Context: an optimization exercise on an open-source flow, tuned for small area, a short achievable clock period and few clock cycles. The choices shown serve that exercise and are no tape-out recipe.
Only simulation tests tie the RTL to the original design; equivalence was not proved.
Power and IR drop assume default switching activity.

try-pepper:
// chip8_cpu
module chip8_cpu (
    input  logic        clk,
    input  logic        reset_i,
    output logic        mem_rd_valid_o,
    output logic [11:0] mem_rd_addr_o,
    input  logic        mem_rd_ready_i,
    input  logic [7:0]  mem_rd_data_i,
    output logic        mem_wr_valid_o,
    output logic [19:0] mem_wr_o,
    input  logic        mem_wr_ready_i
);
    logic [11:0] ra_q;
    logic        rv_q;
    logic [7:0]  hb_q;
    logic        hb_vy_q;          
    logic [11:1] st_q [0:15];
    logic [3:0]  sp_q;             
    logic        irv_q;
    logic [11:0] ir_q;
    logic [7:0]  ox_q, oy_q;       
    logic        d_wx, d_wf;       
    logic [2:0]  d_rs;             
    logic        d_subx;
    logic        d_skip, d_skne;
    logic        d_jv0, d_ldi, d_addi, d_bcd, d_blk;
    logic [7:0]  v_q [0:15];
    logic [11:0] i_q;
    logic        wv_q;
    logic [11:0] wa_q;
    logic [7:0]  wd_q;
    logic        blk_q;            
    logic        pend_q;
    logic [3:0]  idx_q;
    logic [3:0]  last_q;
    logic [1:0]  bh_q;             
    logic [6:0]  bv_q;             
    logic [11:1] ra_inc;
    logic [3:0]  x;
    logic [7:0]  kk;
    logic [11:0] nnn;
    assign x   = ir_q[11:8];
    assign kk  = ir_q[7:0];
    assign nnn = ir_q[11:0];
    logic [9:0] add_s;
    assign add_s = {1'b0, ox_q, 1'b1} + {1'b0, oy_q, d_subx};
    logic [7:0] res;
    logic       flag;
    always_comb begin
  ...
Size in the first run: about 46 I/O pins.
export LEC_CHECK = 0
export ABC_AREA = 1
export CAP_MARGIN = 20
export CORE_MARGIN = 2
export CORE_UTILIZATION = 40
export CTS_BUF_LIST = sky130_fd_sc_hd__clkbuf_16
export CTS_CLUSTER_DIAMETER = 120
export CTS_CLUSTER_SIZE = 24
export PLACE_DENSITY = 0.68
export SETUP_SLACK_MARGIN = 4.2
export SLEW_MARGIN = 20
create_clock -name core_clock -period 7.0 [get_ports {clk}]
standard.sh (not shown) runs the stock make flow with config.mk's settings and CLKGATE_MAP_FILE= SYNTH_SCRIPT=/design/flow/synth_recipe.tcl, a recipe that flattens the netlist after the stock synthesis.
==> flow/flow/run.sh <==
#!/bin/bash
# The standard layout, except that the port buffers are plain buffers
# (buf_4) instead of the delay cell buffer_ports picks by default.
set -euo pipefail
bash standard.sh 'BUFFER_PORTS_ARGS=-buffer_cell sky130_fd_sc_hd__buf_4' finish > standard_flow.log 2>&1
Testbench counts of try-pepper, summed over its fixed seeds: cycles 56,578.
#### Input delta (try-umber over try-pepper)
- PLACE_DENSITY: 0.68 -> 0.6
[summary]
try-umber ended with less leakage power figure than try-pepper. Of the two values seen for launching instance or port of the critical path, ox_q[0] was produced by try-umber and ox_q[7] by try-pepper. Changes observed in try-umber relative to try-pepper: footprint of the multi-input gates fell by 0.85%; worst hold slack after final layout stayed essentially flat; count of nets after finishing fell by 9; achievable frequency fell by about 0.8%.
diff inputs: try-umber => try-cedar
- PLACE_DENSITY now 0.5, was 0.6
- CORE_UTILIZATION now 32, was 40
## What came out
Cell row count in try-cedar is 12% above try-umber.
Peak fanout along the critical path: try-cedar vs try-umber down 5
Compare try-umber and try-cedar | number of cells on the critical path higher: try-umber
The higher final routed wirelength across all metal layers of try-umber and try-cedar is in try-cedar.
The sequential share of layout area of try-cedar falls short of that of try-umber by 0.89 points.
Clock buffer instance count of the final layout up about 4.5% in try-cedar wrt try-umber
Edits applied to the flow inputs when going from try-cedar to try-onyx:
- a change of PLACE_DENSITY from 0.5 to 0.55
- a change of CORE_UTILIZATION from 32 to 40
### Flow results
Of try-cedar and try-onyx, the run reporting the higher worst setup slack was try-onyx. Looking at pin count of the biggest net entering global routing across try-cedar and try-onyx, the one that comes out lower is try-cedar. Against try-cedar, try-onyx reports a non-clock buffer count that is lower. Per the comparison of try-onyx with try-cedar, global-route usage now larger, actual slew at the worst max-slew pin picked up an extra 25 ps, maximum fanout count along the critical path grew by 22, post-route cell area -about 1.4%.
--- input diff try-onyx..try-lagoon ---
- a change of CTS_CLUSTER_SIZE from 24 to 18
- a change of PLACE_DENSITY from 0.55 to 0.6
- a change of CTS_CLUSTER_DIAMETER from 120 to 90
Findings:
- try-lagoon consumes more power than try-onyx does.
- Routed wire length (try-lagoon over try-onyx): decrease, about 1.5%
- Against try-onyx, try-lagoon comes in 1.3 points higher on layout overhead on the synthesized area.
- Against try-onyx as the reference, try-lagoon delivers a lower total routing resource utilization after global routing.
- Pin count of the biggest net entering global routing is lower on try-lagoon
- Side by side, met3 global-route usage turned out higher in try-lagoon than in try-onyx.
- try-lagoon vs try-onyx — setup fix buffers added after clock tree synthesis climbed by more than 10%

## what the ideal ports hide
How much do the figures lean on ideal ports? The routed layouts below were timed once more, with nothing changed but the port constraints.
Step 1 assumes that a clkbuf_16 drives the clock port and a buf_2 every other input.
Step 2 adds t to the input delays and takes it off the output delays; t is the mean of the earliest and latest rising clock arrival at the registers after step 1. Input paths then give back, and output paths get back, about the clock's delay inside the block.
a / b / c = ideal ports / drivers / drivers and shift; a / b = the first two.
run | t (ns) | slack for setup (ns) | hold slack, ns | worst register clock-pin slew, ns | worst data-port slew with drivers (ns)
try-pepper | 0.621 | 4.239 / 4.239 / 3.642 | 0.461 / 0.461 / 0.461 | 0.11 / 0.11 | 0.10
try-umber | 0.629 | 4.216 / 4.216 / 3.650 | 0.464 / 0.464 / 0.464 | 0.11 / 0.11 | 0.08
try-cedar | 0.629 | 4.200 / 4.231 / 3.602 | 0.460 / 0.460 / 0.460 | 0.11 / 0.11 | 0.04
try-onyx | 0.633 | 4.225 / 4.246 / 3.613 | 0.460 / 0.460 / 0.460 | 0.11 / 0.11 | 0.04
try-lagoon | 0.644 | 4.147 / 4.152 / 3.535 | 0.464 / 0.464 / 0.464 | 0.09 / 0.09 | 0.08
After both steps setup and hold are still met in every run listed.
